Context: an optimization exercise on an open-source flow, tuned for small area, a short achievable clock period and few clock cycles. The choices shown serve that exercise and are no tape-out recipe.
No driver is modelled on the clock port, so clocking that relies on it looks cheaper here than on a real chip.
Power figures rest on the tool's default switching activity, not on a simulated workload.

== delta ==
## mean_and_median_of_set
module mean_and_median_of_set (
  input  logic                           clk_i,
  input  logic                           rst_ni,
  input  logic                           start,
  output logic                           busy,
  input  logic [mams_pkg::ResponseW-1:0] response_i,
  input  logic                           last_i,
  output logic                           valid_o,
  output logic [mams_pkg::CountW-1:0]    count_o,
  output logic [mams_pkg::TotalW-1:0]    total_o,
  output logic [mams_pkg::MeanW-1:0]     mean_q8_o,
  output logic [mams_pkg::MedianW-1:0]   median_o,
  output logic                           overflow_o
);
  localparam int unsigned NSLOT = 2;
  logic       busy_q;
  logic       in_v;
  logic [3:0] in_x;
  logic       in_last;
  logic       take;
  assign busy = busy_q;
  assign take = start && !busy_q;
  always_ff @(posedge clk_i or negedge rst_ni) begin
    if (!rst_ni) in_v <= 1'b0;
    else         in_v <= take;
  end
  always_ff @(posedge clk_i) begin
    in_x    <= response_i;
    in_last <= last_i;
  end
  logic        fresh_q;    
  logic        rec_v_q;    
  logic [7:0]  n_q;
  logic [6:0]  r_q;        
  logic [10:0] s_q;
  logic        ovf_q;
  logic        full, keep;
  logic [14:0] flag;
  logic [3:0]  med;
  mams_pkg::rec_t rec;
  assign full = n_q[7] && !fresh_q;
  assign keep = in_v && !full;
  always_ff @(posedge clk_i or negedge rst_ni) begin
    if (!rst_ni) begin
      fresh_q <= 1'b1;
      rec_v_q <= 1'b0;
    end else begin
      fresh_q <= in_v && in_last;
      rec_v_q <= in_v && in_last;
    end
  end
  always_ff @(posedge clk_i) begin
    if (fresh_q) begin
      n_q   <= {7'd0, keep};
      r_q   <= '0;
      s_q   <= keep ? {7'd0, in_x} : 11'd0;
      ovf_q <= 1'b0;
    end else begin
      n_q   <= n_q + {7'd0, keep};
      r_q   <= r_q + {6'd0, keep && n_q[0]};
      s_q   <= s_q + (keep ? {7'd0, in_x} : 11'd0);
      ovf_q <= ovf_q || (in_v && full);
    end
  end
  for (genvar v = 0; v < 15; v++) begin : g_cum
    mams_cell u_cell (
      .clk_i (clk_i),
      .clr_i (fresh_q),
      .inc_i (keep && (in_x <= 4'(v))),
  ...
clock: 6.0 ns
lec_check: 0
abc_clock_period_in_ps: 2500
cap_margin: 20
core_margin: 2
core_utilization: 40
setup_slack_margin: 3.5
slew_margin: 20
run.sh (not shown) runs the stock make flow with config.mk's settings and CLKGATE_MAP_FILE= SYNTH_SCRIPT=/design/flow/synth_recipe.tcl, a recipe that flattens the netlist after the stock synthesis.
For maple, these inputs were changed with respect to delta:
# delta
export LEC_CHECK = 0
export ABC_CLOCK_PERIOD_IN_PS = 2500
export CAP_MARGIN = 20
export CORE_MARGIN = 2
export CORE_UTILIZATION = 40
export SETUP_SLACK_MARGIN = 3.5
export SLEW_MARGIN = 20
create_clock -name core_clock -period 6.0 [get_ports {clk_i}]
# maple
export LEC_CHECK = 0
export ABC_CLOCK_PERIOD_IN_PS = 2000
export CAP_MARGIN = 20
export CORE_MARGIN = 2
export CORE_UTILIZATION = 40
export SETUP_SLACK_MARGIN = 4
export SLEW_MARGIN = 20
create_clock -name core_clock -period 6.0 [get_ports {clk_i}]
Findings:
Both conditions hold for delta: the flow ran to the end and the final layout passed the timing, DRC and antenna checks.
Looking at the reports, maple completed the entire flow and the layout it produced met the timing, DRC and antenna checks.
Xor and xnor fraction of the mapped netlist area came out exactly the same in delta and maple.
Clock network fraction of design power on maple is down relative to delta.
Relative to delta, the final area measured on maple has increased by more than 10%.
Going from delta to maple, async set-or-reset flop fraction in the synthesized netlist barely changed, number of global-route vias before repair climbed about 11%, final cell count climbed 91.
Looking at actual slew at the worst max-slew pin, maple sits 0.032 ns higher than delta does.
No functional check of the RTL was part of any run of this note.

* * *

The RTL this note starts from:
==> flow/design.v <==
package mams_pkg;
  localparam int unsigned ResponseW = 4;
  localparam int unsigned CountW    = 8;
  localparam int unsigned TotalW    = 11;
  localparam int unsigned MeanW     = 12;
  localparam int unsigned MedianW   = 4;
  localparam int unsigned FracBits  = 8;
  localparam int unsigned RecW = CountW + TotalW + MedianW + 1;
endpackage
module mams_cell (
  input  logic       clk_i,
  input  logic       clr_i,
  input  logic       inc_i,
  input  logic [6:0] k_i,
  output logic       flag_o
);
  logic [6:0] c_q;
  logic [6:0] g, e;
  logic       g65, e65, g43, e43, g21, e21, g63, e63, g20, e20, gt, eq;
  assign g = c_q & ~k_i;
  assign e = ~(c_q ^ k_i);
  assign g65 = g[6] | (e[6] & g[5]);
  assign e65 = e[6] & e[5];
  assign g43 = g[4] | (e[4] & g[3]);
  assign e43 = e[4] & e[3];
  assign g21 = g[2] | (e[2] & g[1]);
  assign e21 = e[2] & e[1];
  assign g63 = g65 | (e65 & g43);
  assign e63 = e65 & e43;
  assign g20 = g21 | (e21 & g[0]);
  assign e20 = e21 & e[0];
  assign gt  = g63 | (e63 & g20);
  assign eq  = e63 & e20;
  assign flag_o = clr_i ? inc_i : (gt | (inc_i & eq));
  logic [6:0] sum;
  logic       co;
  assign {co, sum} = {1'b0, c_q} + {7'd0, inc_i};
  always_ff @(posedge clk_i) begin
    if (clr_i) c_q <= {6'd0, inc_i};
    else       c_q <= sum | {7{co}};
  end
endmodule
module mams_div (
  input  logic                      clk_i,
  input  logic                      rst_ni,
  input  logic                      load_i,
  input  logic [mams_pkg::RecW-1:0] rec_i,
  output logic                      free_o,    
  output logic                      soon_o,    
  output logic                      valid_o,
  output logic [7:0]                count_o,
  output logic [10:0]               total_o,
  output logic [11:0]               mean_o,
  output logic [3:0]                median_o,
  output logic                      overflow_o
);
  logic [3:0]  cnt_q;      
  logic        run_q;
  logic        valid_q;
  logic [7:0]  dn_q;
  logic [10:0] dt_q;
  logic [3:0]  dm_q;
  logic        do_q;
  logic [11:0] q_q;
  logic [7:0]  rem_q;
  logic [7:0]  rc;
  logic [10:0] rs;
  logic [8:0]  trial;
  logic [8:0]  step;
  logic        sub;
  assign {rc, rs} = rec_i[mams_pkg::RecW-1:5];
  assign sub   = !rem_q[7];
  assign trial = {rem_q, q_q[11]};
  assign step  = trial + ({1'b0, dn_q} ^ {9{sub}}) + {8'd0, sub};
  assign free_o = !run_q;
  assign soon_o = run_q ? cnt_q <= 4'd3 : !load_i;
  always_ff @(posedge clk_i or negedge rst_ni) begin
    if (!rst_ni) begin
      run_q   <= 1'b0;
      valid_q <= 1'b0;
      cnt_q   <= '0;
    end else begin
      valid_q <= run_q && cnt_q == 4'd1;
      if (load_i) begin
        run_q <= 1'b1;
        cnt_q <= 4'd12;
      end else if (run_q) begin
        cnt_q <= cnt_q - 4'd1;
        if (cnt_q == 4'd1) run_q <= 1'b0;
      end
    end
  end
  always_ff @(posedge clk_i) begin
    if (load_i) begin
      {dn_q, dt_q, dm_q, do_q} <= rec_i;
    end
  end
  always_ff @(posedge clk_i) begin
    if (load_i) begin
      rem_q <= {1'b0, rs[10:4]};
      q_q   <= {rs[3:0], 8'd0};
    end else begin
      rem_q <= step[7:0];
      q_q   <= {q_q[10:0], !step[8]};
    end
  end
  assign valid_o    = valid_q;
  assign count_o    = dn_q;
  assign total_o    = dt_q;
  assign mean_o     = q_q;
  assign median_o   = dm_q;
  assign overflow_o = do_q;
endmodule
module mean_and_median_of_set (
  input  logic                           clk_i,
  input  logic                           rst_ni,
  input  logic                           start,
  output logic                           busy,
  input  logic [mams_pkg::ResponseW-1:0] response_i,
  input  logic                           last_i,
  output logic                           valid_o,
  output logic [mams_pkg::CountW-1:0]    count_o,
  output logic [mams_pkg::TotalW-1:0]    total_o,
  output logic [mams_pkg::MeanW-1:0]     mean_q8_o,
  output logic [mams_pkg::MedianW-1:0]   median_o,
  output logic                           overflow_o
);
  logic       busy_q;
  logic       in_v;       
  logic       in_keep;    
  logic [3:0] in_x;
  logic       in_last;
  logic       take;
  logic       room;       
  assign busy = busy_q;
  assign take = start && !busy_q;
  always_ff @(posedge clk_i or negedge rst_ni) begin
    if (!rst_ni) begin
      in_v    <= 1'b0;
      in_keep <= 1'b0;
    end else begin
      in_v    <= take;
      in_keep <= take && room;
    end
  end
  always_ff @(posedge clk_i) begin
    in_x    <= response_i;
    in_last <= last_i;
  end
  logic        fresh_q;    
  logic        rec_v_q;    
  logic        close;
  logic [6:0]  k_q;        
  logic        p_q;        
  logic [14:0] flag_q;     
  logic [7:0]  cnt;
  logic [3:0]  slo_q;      
  logic [6:0]  shi_q;      
  logic        sc_q;       
  logic [6:0]  shi;
  logic [4:0]  slo;
  logic        ovf_q;
  logic [14:0] flag;
  logic [15:0] f;
  logic [3:0]  med;
  logic [mams_pkg::RecW-1:0] rec;
  assign close = in_v && in_last;
  assign room  = close || fresh_q || !(k_q[6] && (!p_q || in_keep));
  always_ff @(posedge clk_i or negedge rst_ni) begin
    if (!rst_ni) begin
      fresh_q <= 1'b1;
      rec_v_q <= 1'b0;
    end else begin
      fresh_q <= close;
      rec_v_q <= close;
    end
  end
  always_ff @(posedge clk_i) begin
    if (fresh_q) begin
      k_q   <= {6'd0, in_keep};
      p_q   <= in_keep;
      ovf_q <= in_v && !in_keep;
    end else begin
      k_q   <= k_q + {6'd0, in_keep && !p_q};
      p_q   <= p_q ^ in_keep;
      ovf_q <= ovf_q || (in_v && !in_keep);
    end
  end
  assign shi = shi_q + {6'd0, sc_q};
  assign slo = (fresh_q ? 5'd0 : {1'b0, slo_q}) + (in_keep ? {1'b0, in_x} : 5'd0);
  always_ff @(posedge clk_i) begin
    slo_q <= slo[3:0];
    sc_q  <= slo[4];
    shi_q <= fresh_q ? 7'd0 : shi;
  end
  for (genvar v = 0; v < 15; v++) begin : g_cum
    mams_cell u_cell (
      .clk_i (clk_i),
      .clr_i (fresh_q),
      .inc_i (in_keep && (in_x <= 4'(v))),
      .k_i   (k_q),
      .flag_o(flag[v])
    );
  end
  always_ff @(posedge clk_i) begin
    flag_q <= flag;
  end
  assign f = {1'b1, flag_q};
  always_comb begin
    med[3] = !f[7];
    med[2] = (f[7] && !f[3]) || (f[15] && !f[11]);
    med[1] = 1'b0;
    for (int j = 0; j < 4; j++) med[1] = med[1] || (f[4*j+3] && !f[4*j+1]);
    med[0] = 1'b0;
    for (int j = 0; j < 8; j++) med[0] = med[0] || (f[2*j+1] && !f[2*j]);
  end
  assign cnt = p_q ? {k_q - 7'd1, 1'b1} : {k_q, 1'b0};
  assign rec = {cnt, shi, slo_q, med, ovf_q};
  logic [mams_pkg::RecW-1:0] slot_q;
  logic       fill_q, fill_d;
  logic       div_free, div_soon, div_load;
  logic [mams_pkg::RecW-1:0] div_rec;
  assign div_load = div_free && (fill_q || rec_v_q);
  assign div_rec  = fill_q ? slot_q : rec;
  assign fill_d   = rec_v_q ? !(div_load && !fill_q) : (fill_q && !div_load);
  always_ff @(posedge clk_i or negedge rst_ni) begin
    if (!rst_ni) fill_q <= 1'b0;
    else         fill_q <= fill_d;
  end
  always_ff @(posedge clk_i) begin
    if (rec_v_q) slot_q <= rec;
  end
  logic ca, cb, due1, due2;
  assign ca   = close;
  assign cb   = take && last_i;
  assign due1 = fill_d || ca || cb;
  assign due2 = (fill_d && (ca || cb)) || (ca && cb);
  always_ff @(posedge clk_i or negedge rst_ni) begin
    if (!rst_ni) busy_q <= 1'b0;
    else         busy_q <= div_soon ? due2 : due1;
  end
  mams_div u_div (
    .clk_i     (clk_i),
    .rst_ni    (rst_ni),
    .load_i    (div_load),
    .rec_i     (div_rec),
    .free_o    (div_free),
    .soon_o    (div_soon),
    .valid_o   (valid_o),
    .count_o   (count_o),
    .total_o   (total_o),
    .mean_o    (mean_q8_o),
    .median_o  (median_o),
    .overflow_o(overflow_o)
  );
endmodule
export LEC_CHECK = 0
export ABC_CLOCK_PERIOD_IN_PS = 2200
export CAP_MARGIN = 20
export CORE_MARGIN = 2
export CORE_UTILIZATION = 70
export CTS_CLUSTER_DIAMETER = 80
export CTS_CLUSTER_SIZE = 20
export PLACE_DENSITY = 0.8
export SETUP_SLACK_MARGIN = 3.8
export SLEW_MARGIN = 20
create_clock -name core_clock -period 6.0 [get_ports {clk_i}]
standard.sh (not shown) runs the stock make flow with config.mk's settings and CLKGATE_MAP_FILE= SYNTH_SCRIPT=/design/flow/synth_recipe.tcl, a recipe that flattens the netlist after the stock synthesis.
==> flow/flow/run.sh <==
#!/bin/bash
# The standard layout (standard.sh), with one change to the clock tree: after
# clock tree synthesis, the root clock buffer, which only passes the clock on
# to the two branch buffers, is taken out, so the clock port drives the branch
# buffers directly. Every register keeps the same number of buffers (two)
# between the clock port and its clock pin; only the whole tree gets faster.
# Tool output goes to standard.log and flatten_clock.log.
here=$(pwd)
export POST_CTS_TCL="$here/flow/flatten_clock.tcl"
export FLATTEN_CLOCK_LOG="$here/flatten_clock.log"
bash standard.sh > standard.log 2>&1
==> flow/flow/flatten_clock.tcl <==
set log [open $::env(FLATTEN_CLOCK_LOG) w]
set block [ord::get_db_block]
set port [$block findBTerm clk_i]
set pnet [$port getNet]
set roots [$pnet getITerms]
puts $log "clock port drives [llength $roots] cell pin(s)"
if {[llength $roots] == 1} {
  set rin [lindex $roots 0]
  set root [$rin getInst]
  set rout [$root findITerm X]
  set rnet [$rout getNet]
  set sinks {}
  set ok [string match "sky130_fd_sc_hd__clkbuf_*" [[$root getMaster] getName]]
  foreach s [$rnet getITerms] {
    if {[$s getInst] eq $root} { continue }
    if {![string match "sky130_fd_sc_hd__clkbuf_*" [[[$s getInst] getMaster] getName]]} { set ok 0 }
    lappend sinks $s
  }
  if {$ok && [llength $sinks] >= 1 && [llength $sinks] <= 4} {
    foreach s $sinks {
      $s disconnect
      $s connect $pnet
    }
    $rout disconnect
    $rin disconnect
    puts $log "removed [$root getName]: port now drives [llength $sinks] clock buffers"
    odb::dbInst_destroy $root
    odb::dbNet_destroy $rnet
  } else {
    puts $log "kept the root buffer: [llength $sinks] loads, all clock buffers: $ok"
  }
}
estimate_parasitics -placement
close $log
The starting point completed with no timing, DRC or antenna violations.
Change:
SETUP_SLACK_MARGIN = 3.9   (was 3.8)
The new run completed without violations.
Clock-buffer cell count is unchanged.
Critical path depth grows by 6.
Cell area is higher by 1.6%.
No functional check of the RTL was part of any run of this note.

[afterwards: timing with drivers on the ports]
In the flow no input, the clock included, has a driving cell. The finished layouts below were timed again as built, in two steps. Step 1 sets driving cells, clkbuf_16 on the clock port and buf_2 on the other inputs (assumed; they add their load-dependent delay and slew). Step 2 times the ports against the registers' clock, not the clock port: input delays grow and output delays shrink by t, the midpoint of the rising clock arrivals with the driver on. Three values: ideal, step 1, step 2; two values: the first two.
| run | t, ns | setup slack, ns | worst setup path at the end |
|---|---|---|---|
| delta | 0.482 | 3.422 / 3.422 / 3.241 | input to register |
| maple | 0.487 | 3.448 / 3.448 / 3.348 | input to register |
| the first run of note 2 | 0.395 | 3.736 / 3.676 / 3.581 | input to register |
| the second run of note 2 | 0.406 | 3.787 / 3.787 / 3.562 | input to register |
After both steps every run listed still meets setup and hold. For the second run of note 2, which loses most, drivers alone change the setup slack by 0.000 ns; drivers and shift together by -0.225 ns.
